This design comes from an exercise in tuning for small area, a short achievable clock period and few clock cycles per item on the open sky130 flow, not from production work. Only simulation tests tie the RTL to the original design; equivalence was not proved. Power is estimated from default activity; no workload was simulated.

### design/flow/design.v
`timescale 1ns / 1ps
package fba_pkg;
    localparam int REQ_W    = 2;
    localparam int FRAME_W  = 10;
    localparam int STATUS_W = 3;
    localparam int CFG_W    = 11;
    localparam logic [CFG_W-1:0] CFG_RESET = 11'd1024;
    typedef logic [REQ_W-1:0]    t_req_type;
    typedef logic [STATUS_W-1:0] t_status;
    localparam t_req_type REQ_ALLOC = 2'd0;
    localparam t_req_type REQ_FREE  = 2'd1;
    localparam t_req_type REQ_TEST  = 2'd2;
    localparam t_status ST_ALLOCATED = 3'd0;
    localparam t_status ST_MAPPED    = 3'd1;
    localparam t_status ST_NO_FRAME  = 3'd2;
    localparam t_status ST_FREED     = 3'd3;
    localparam t_status ST_NOTHING   = 3'd4;
    localparam t_status ST_TESTED    = 3'd5;
    typedef struct packed {
        t_status              status;
        logic [FRAME_W-1:0]   frame_out;
        logic                 bit_is_set;
        logic                 entry_present;
        logic                 entry_writable;
        logic                 entry_user;
    } t_rsp;
endpackage
`timescale 1ns / 1ps
module fba_ram #(
    parameter int WIDTH = 32,
    parameter int DEPTH = 32
) (
    input  logic                i_clk,
    input  logic                i_we,
    input  logic [((DEPTH > 1) ? $clog2(DEPTH) : 1)-1:0] i_waddr,
    input  logic [WIDTH-1:0]    i_wdata,
    input  logic [((DEPTH > 1) ? $clog2(DEPTH) : 1)-1:0] i_raddr,
    output logic [WIDTH-1:0]    o_rdata
);
    logic [WIDTH-1:0] r_mem [DEPTH];
    always_ff @(posedge i_clk) begin
        if (i_we) begin
            r_mem[i_waddr] <= i_wdata;
        end
        o_rdata <= r_mem[i_raddr];
    end
endmodule
`timescale 1ns / 1ps
module frame_bitmap_allocator_core #(
    parameter int NUM_FRAMES = 1024,
    parameter int WORD_BITS  = 32
) (
    input  logic             i_clk,
    input  logic             i_rst_n,
    input  logic             i_cfg_we,
    input  logic [fba_pkg::CFG_W-1:0] i_cfg_wdata,
    input  logic               i_req_valid,
    output logic               o_req_ready,
    input  logic [fba_pkg::REQ_W-1:0]   i_req_type,
    input  logic [fba_pkg::FRAME_W-1:0] i_req_frame_index,
    input  logic               i_req_user_page,
    input  logic               i_req_writable_page,
    output logic               o_rsp_valid,
    input  logic               i_rsp_ready,
    output logic [fba_pkg::STATUS_W-1:0] o_rsp_status,
    output logic [fba_pkg::FRAME_W-1:0] o_rsp_frame_out,
    output logic               o_rsp_bit_is_set,
    output logic               o_rsp_entry_present,
    output logic               o_rsp_entry_writable,
    output logic               o_rsp_entry_user
);
    localparam int NR = 32;
    localparam int NC = 32;
    logic [NC-1:0]  r_bits [NR];
    logic [NR-1:0]  r_full;
    logic [NR-1:0]  r_ptr;
    logic [fba_pkg::CFG_W-1:0] r_frame_count;
    logic           r_q_valid;
    logic [1:0]     r_q_type;
    logic [9:0]     r_q_idx;
    logic           r_q_user;
    logic           r_q_wr;
    fba_pkg::t_rsp  r_out;
    logic           r_out_valid;
    fba_pkg::t_rsp  r_r2;
    logic           r_r2_valid;
    logic           w_exec;
    logic           w_is_alloc, w_is_free, w_is_test, w_idx_zero;
    logic [NR-1:0]  w_dec_r;
    logic [NC-1:0]  w_dec_c;
    assign w_exec     = r_q_valid && !r_r2_valid && i_rst_n;
    assign w_idx_zero = (r_q_idx == 10'd0);
    assign w_is_alloc = (r_q_type == fba_pkg::REQ_ALLOC);
    assign w_is_free  = (r_q_type == fba_pkg::REQ_FREE);
    assign w_is_test  = r_q_type[1];
    always_comb begin
        for (int r = 0; r < NR; r++) w_dec_r[r] = (r_q_idx[9:5] == 5'(r));
        for (int c = 0; c < NC; c++) w_dec_c[c] = (r_q_idx[4:0] == 5'(c));
    end
    logic           w_lbig;
    logic [NR-1:0]  w_row_lt;      
    logic [NR-1:0]  w_row_eq;      
    logic [NC-1:0]  w_col_ge;      
    logic           w_p_below, w_p_bnd;
    assign w_lbig = r_frame_count[10];
    always_comb begin
        for (int r = 0; r < NR; r++) begin
            w_row_lt[r] = w_lbig || (5'(r) < r_frame_count[9:5]);
            w_row_eq[r] = !w_lbig && (5'(r) == r_frame_count[9:5]);
        end
        for (int c = 0; c < NC; c++) w_col_ge[c] = (5'(c) >= r_frame_count[4:0]);
    end
    assign w_p_below = |(r_ptr & w_row_lt);
    assign w_p_bnd   = |(r_ptr & w_row_eq);
    logic [NR-1:0]  w_rsel;
    logic [NC-1:0]  w_word;
    assign w_rsel = (w_is_alloc ? r_ptr : '0) | (w_is_test ? w_dec_r : '0);
    always_comb begin
        w_word = '0;
        for (int r = 0; r < NR; r++) w_word = w_word | (r_bits[r] & {NC{w_rsel[r]}});
    end
    logic [NC-1:0]  w_zero;        
    logic [NC-1:0]  w_below;       
    logic [NC-1:0]  w_csel;        
    logic [4:0]     w_cidx;
    logic           w_found;
    logic           w_two;         
    logic           w_any0;
    assign w_zero = ~w_word & ~(w_p_bnd ? w_col_ge : '0);
    always_comb begin
        w_below[0] = 1'b0;
        for (int c = 1; c < NC; c++) w_below[c] = w_below[c-1] | w_zero[c-1];
    end
    assign w_csel  = w_zero & ~w_below;
    assign w_found = |w_zero;
    always_comb begin
        w_cidx = '0;
        for (int c = 0; c < NC; c++) w_cidx = w_cidx | (w_csel[c] ? 5'(c) : 5'd0);
    end
    logic w_seen;
    always_comb begin
        w_seen = 1'b0;
        w_two = 1'b0;
        for (int c = 0; c < NC; c++) begin
            w_two  = w_two | (w_seen & !w_word[c]);
            w_seen = w_seen | !w_word[c];
        end
    end
    logic           w_alloc_en;    
    logic           w_alloc_do;
    logic           w_row_fills;
    logic [NC-1:0]  w_set_c;
    logic [NR-1:0]  w_clr_r;
    logic [NC-1:0]  w_clr_c;
    logic           w_free_do;
    logic [4:0]     w_ridx;
    assign w_any0      = !(&r_full);
    assign w_alloc_en  = w_exec && w_is_alloc && w_idx_zero && w_any0 && (w_p_below || w_p_bnd);
    assign w_alloc_do  = w_alloc_en && w_found;
    assign w_row_fills = w_alloc_do && !w_two;
    assign w_set_c     = w_alloc_en ? w_csel : '0;
    assign w_free_do   = w_exec && w_is_free && !w_idx_zero;
    assign w_clr_r     = !i_rst_n ? '1 : (w_free_do ? w_dec_r : '0);
    assign w_clr_c     = !i_rst_n ? '1 : w_dec_c;
    always_comb begin
        w_ridx = '0;
        for (int r = 0; r < NR; r++) w_ridx = w_ridx | (r_ptr[r] ? 5'(r) : 5'd0);
    end
    logic [NR-1:0]  w_fa, w_fb;    
    logic [NR-1:0]  w_pa, w_pb;
    function automatic logic [NR-1:0] first_zero(input logic [NR-1:0] v);
        logic s;
        s = 1'b0;
        for (int i = 0; i < NR; i++) begin
            first_zero[i] = !v[i] && !s;
            s             = s | !v[i];
        end
    endfunction
    assign w_fa = r_full | r_ptr;
    assign w_fb = r_full & ~(w_free_do ? w_dec_r : '0);
    assign w_pa = first_zero(w_fa);
    assign w_pb = first_zero(w_fb);
    fba_pkg::t_rsp  w_res;
    always_comb begin
        w_res = '0;
        if (w_is_alloc) begin
            if (!w_idx_zero) begin
                w_res.status = fba_pkg::ST_MAPPED;
            end else if (w_alloc_do) begin
                w_res.status         = fba_pkg::ST_ALLOCATED;
                w_res.frame_out      = {w_ridx, w_cidx};
                w_res.entry_present  = 1'b1;
                w_res.entry_writable = r_q_wr;
                w_res.entry_user     = r_q_user;
            end else begin
                w_res.status = fba_pkg::ST_NO_FRAME;
            end
        end else if (w_is_free) begin
            w_res.status = w_idx_zero ? fba_pkg::ST_NOTHING : fba_pkg::ST_FREED;
        end else begin
            w_res.status     = fba_pkg::ST_TESTED;
            w_res.bit_is_set = |(w_word & w_dec_c);
        end
    end
    always_ff @(posedge i_clk) begin
        for (int r = 0; r < NR; r++) begin
            for (int c = 0; c < NC; c++) begin
                r_bits[r][c] <= (r_bits[r][c] & !(w_clr_r[r] & w_clr_c[c]))
                              | (r_ptr[r] & w_set_c[c]);
            end
        end
    end
    logic w_take, w_pop;
    assign o_req_ready = !(r_q_valid && r_r2_valid);
    assign w_take      = i_req_valid && o_req_ready;
    assign w_pop       = r_out_valid && i_rsp_ready;
    always_ff @(posedge i_clk) begin
        if (!i_rst_n) begin
            r_full        <= '0;
            r_ptr         <= {{(NR-1){1'b0}}, 1'b1};
            r_frame_count <= fba_pkg::CFG_RESET;
            r_q_valid     <= 1'b0;
            r_out_valid   <= 1'b0;
            r_r2_valid    <= 1'b0;
        end else begin
            if (i_cfg_we) r_frame_count <= i_cfg_wdata;
            r_full <= (r_full | (w_row_fills ? r_ptr : '0)) & ~(w_free_do ? w_dec_r : '0);
            r_ptr  <= w_row_fills ? w_pa : w_pb;
            if (w_exec || !r_q_valid) begin
                r_q_valid <= i_req_valid;
            end
            if (r_r2_valid) begin
                if (!r_out_valid || i_rsp_ready) begin
                    r_out_valid <= 1'b1;
                    r_r2_valid  <= 1'b0;
                end
            end else if (w_exec) begin
                if (!r_out_valid || i_rsp_ready) begin
                    r_out_valid <= 1'b1;
                end else begin
                    r_r2_valid  <= 1'b1;
                end
            end else if (w_pop) begin
                r_out_valid <= 1'b0;
            end
        end
    end
    always_ff @(posedge i_clk) begin
        if (w_take) begin
            r_q_type <= i_req_type;
            r_q_idx  <= i_req_frame_index;
            r_q_user <= i_req_user_page;
            r_q_wr   <= i_req_writable_page;
        end
        if (r_r2_valid) begin
            if (!r_out_valid || i_rsp_ready) r_out <= r_r2;
        end else if (w_exec) begin
            if (!r_out_valid || i_rsp_ready) r_out <= w_res;
            else                             r_r2  <= w_res;
        end
    end
    assign o_rsp_valid          = r_out_valid;
    assign o_rsp_status         = r_out.status;
    assign o_rsp_frame_out      = r_out.frame_out;
    assign o_rsp_bit_is_set     = r_out.bit_is_set;
    assign o_rsp_entry_present  = r_out.entry_present;
    assign o_rsp_entry_writable = r_out.entry_writable;
    assign o_rsp_entry_user     = r_out.entry_user;
endmodule
### design/flow/run.sh
#!/bin/bash
# synth_recipe.tcl (not shown) runs the flow's synth.tcl, then flattens the netlist and writes it again
# the make line also repeats each setting of config.mk as NAME=value (left out here)
make -C /OpenROAD-flow-scripts/flow DESIGN_CONFIG=/design/flow/config.mk WORK_HOME=/design/flow/orfs CLKGATE_MAP_FILE= SYNTH_SCRIPT=/design/flow/synth_recipe.tcl finish
### design/flow/config.mk
export PLATFORM = sky130hd
export DESIGN_NAME = frame_bitmap_allocator_core
export DESIGN_NICKNAME = frame_bitmap_allocator_core
export VERILOG_FILES = /design/flow/design.v
export SDC_FILE = /design/flow/constraint.sdc
export NUM_CORES = 4
export LEC_CHECK = 0
export CAP_MARGIN = 20
export CORE_MARGIN = 2
export CORE_UTILIZATION = 40
export SLEW_MARGIN = 20
### design/flow/constraint.sdc
create_clock -name core_clock -period 10.0 [get_ports {i_clk}]
set_input_delay 2.0000 -clock core_clock [delete_from_list [all_inputs] [get_ports {i_clk}]]
set_output_delay 2.0000 -clock core_clock [all_outputs]
set_load 0.01 [all_outputs]
==> impl_metrics.json <==
{
  "setup_viol": 0,
  "syn_nets": 7224,
  "relSlewSlack_pct": 8.45,
  "drc": 0,
  "yosys.area.top_type_share_pct": 40.1,
  "cts_hold_buf": 0,
  "port_buffers": 48,
  "firstDrtPassIters": 8,
  "powerDensity_nw_per_um2": 165,
  "dp_slack_ns": 3.15,
  "num-nets-final": 6976,
  "viasPerCell": 7.43,
  "min_path_type": "flip-flop to flip-flop",
  "syn_to_final_growth_pct": 13.9,
  "worst_slack_ns": 2.45,
  "crit_type": "flip-flop to flip-flop",
  "clock_path_buffers": 3,
  "slew_viol_final": 0,
  "grt_pass1_vias": 57700,
  "cts_num_sinks": 1150,
  "p_total_mw": 10.3,
  "period_share_pct": 75.5,
  "cap_violations": 0,
  "r2r_slack_ns": 2.45,
  "vias": 66100,
  "whs_ns": 0.457,
  "synth_top_area_cell": "dfxtp_1",
  "synth_cell_type_count": 90,
  "grt_overflow": 0,
  "cts_tree": "built",
  "whs_path_depth": 2,
  "grt_usage_pct": 46.8,
  "die_w_um": 375,
  "grt_max_degree": 92,
  "placedInstanceArea_um2": 58100,
  "clkTransAtPathRegs_ns": 0.06,
  "required_ns": 10.68,
  "yosys_most_used_dff": "dfxtp_1",
  "reg2reg_to": "r_ptr[16]$_SDFF_PN0_",
  "crit_fanout": 91,
  "die_height_um": 375,
  "clockRootBuffer": "clkbuf_16",
  "nFillCells": 13500,
  "skew_ns": 0.0395,
  "syn_avg_cell_area_um2": 7.65,
  "cts_buffers": 131,
  "start_util_pct": 40.2,
  "p_leak_nw": 24.9,
  "ctsResizeCount": 0,
  "post_cts_buffers": 0,
  "drive_gt1_share_pct": 10.3,
  "wl_per_cell_um": 38.8,
  "whs_endpoint": "r_bits[9][31]$_DFF_P_",
  "synthTopCellsByCount": "1607 x nand2_1, 1382 x o21ai_0, 1102 x dfxtp_1, 525 x clkbuf_1, 451 x a22oi_1",
  "gp_congestion": 1.07,
  "max-vdd-ir-drop_mv": 0.131,
  "worst_r2r_startpoint": "r_q_idx[7]$_DFFE_PP_",
  "netlist_top_cells_area": "dfxtp_1 40%, o21ai_0 13%, nand2_1 11%",
  "io_pins": 49,
  "antenna_found_initial": 54,
  "htreeDepth": 4,
  "grt_setup_unrepaired": "no",
  "synth_area_um2": 55100,
  "ys_ff_latch": 1150,
  "ys_seq_area_share_pct": 42.7,
  "layoutNonFillerInstCount": 8900,
  "drt-initial-drc-count": 14900,
  "dieArea_um2": 141000,
  "reg2reg_depth": 16,
  "dp.cells": 8606,
  "hpwl_um": 207000,
  "synth_warnings": 2,
  "rows": 136,
  "netlist_instances": 7194,
  "crit_path_start_kind": "flip-flop",
  "cp-end-kind": "flip-flop",
  "insertion_delay_ns": 0.81,
  "async_reset_ff_share_pct": 0,
  "outcome": "no timing/DRC/antenna violations",
  "wirelength_um": 345000,
  "synth_edf_count": 48,
  "hold_viol_final": 0,
  "synthMostInstantiatedCell": "nand2_1",
  "design_area_um2": 62700,
  "worstMarginPinSlew_ns": 1.37,
  "min_period_ns": 7.55,
  "ant_nets": 0,
  "core_area_um2": 137000,
  "grt_pass1_wl_um": 466000,
  "clock.fmax_ghz": 0.132,
  "cp.arrival_ns": 8.23,
  "fin_tns_setup_ns": 0,
  "min_from": "r_bits[9][31]$_DFF_P_",
  "utilization_pct": 45.8
}
## routing by layer
layer	routed length [um]	vias to the layer above	global-route usage [%]	share of wire, %
met5	311	-	0.995	0.090
met4	30800	22	33.9	8.9
met3	62200	2036	21.0	18
met2	130000	7331	61.9	38
met1	122000	31100	59.4	35
li1	-	25600	-	-
## power by group
part / leakage [nW] / switching [mW] / internal (mW)
sequential: 9.35 / 0.0205 / 4.61
combinational: 13.4 / 0.524 / 0.0924
clock: 2.18 / 2.14 / 2.95
total: 24.9 / 2.69 / 7.65
## logic make-up (layout without fill, tap and decap cells)
family | after synthesis | in the layout | synth area share [%]
other | 0 | 62 | 0
buffers and inverters | 772 | 622 | 5.56
and+or+nand+nor | 2695 | 2695 | 22.2
DFF | 1150 | 1150 | 42.7
muxes | 76 | 76 | 1.49
AOI/OAI and AO/OA | 2496 | 2496 | 28.0
adders and majority gates | 5 | 5 | 0.0909
## state kept, by name (all words and copies together), names as in the netlist, 2 cells and up
signal	count
r_bits	1024
r_full	32
r_ptr	32
r_out	17
r_r2	17
r_frame_count	11
r_q_idx	10
r_q_type	2
## final cells by class
class | count | area (um^2) | share of cell area [%]
repair buffers | 338 | 2730 | 4.36
flip-flops and latches | 1150 | 23600 | 37.7
multi-input cells | 5272 | 29300 | 46.8
clock inverters | 56 | 711 | 1.13
diodes | 62 | 155 | 0.247
inverters | 53 | 201 | 0.321
well taps | 1794 | 2240 | 3.58
clock buffers | 175 | 3700 | 5.91
## cell usage in the layout, fill, tap and decap left out, types with 98 or more instances in the layout
master	n
a21oi_1	106
a221oi_1	100
a22o_1	98
a22oi_1	451
and3_1	141
buf_4	283
clkbuf_16	132
dfxtp_1	1070
nand2_1	1607
nand3_1	227
nand4_1	161
nor2_1	168
o21ai_0	1382
## worst max path at each step
stage,startpoint,slack (ns),to,depth (start not counted)
after detailed placement,r_q_idx[5]$_DFFE_PP_,3.15,r_bits[1][29]$_DFF_P_,15
after CTS,r_q_idx[5]$_DFFE_PP_,3.13,r_bits[1][29]$_DFF_P_,15
after global routing,r_q_idx[8]$_DFFE_PP_,2.65,r_ptr[16]$_SDFF_PN0_,16
final,r_q_idx[7]$_DFFE_PP_,2.45,r_ptr[16]$_SDFF_PN0_,16
after global placement,r_q_idx[8]$_DFFE_PP_,3.02,r_bits[9][29]$_DFF_P_,14
after floorplan,r_q_idx[8]$_DFFE_PP_,5.67,r_ptr[18]$_SDFF_PN0_,16
## worst max-delay path, cell delays in order (launching register included)
cell and delay (ns):
edfxtp_1 0.32, buf_4 0.62, nand4_1 0.99, nor2_1 1.15, buf_4 0.49, a22oi_1 0.12, nand4_1 0.09, or4_1 0.51
nand4_1 0.28, nor3_1 0.49, nand3_1 0.13, o311ai_0 0.30, nand4_1 0.23, nor4_4 0.38, buf_4 0.75, o21ai_0 0.21
a41o_1 0.24
Testbench counts, summed over its fixed seeds: cycles 24,032, items 24,000.

[what the ideal ports hide]
No port has a modelled driver above. Below, the same layout with a new extraction and two added sets of constraints. Step 1 assumes that a clkbuf_16 drives the clock port and a buf_2 every other input. Step 2, shift: input delay + t, output delay - t, t = (earliest + latest rising clock arrival at the registers) / 2. This alone moves slack from input paths to output paths. Three values: ideal ports, drivers, drivers and shift; two values: the first two.
shift t [ns]: 0.875
setup slack, ns: 2.447 / 2.447 / 2.447
worst setup path after step 2: register to register
worst slew at a driven data input, ns: 0.05
pins driven straight from the clock port: 1
After both steps this run still meets setup and hold. The setup slack of this run moves by 0.000 ns with the drivers and by 0.000 ns with both steps.
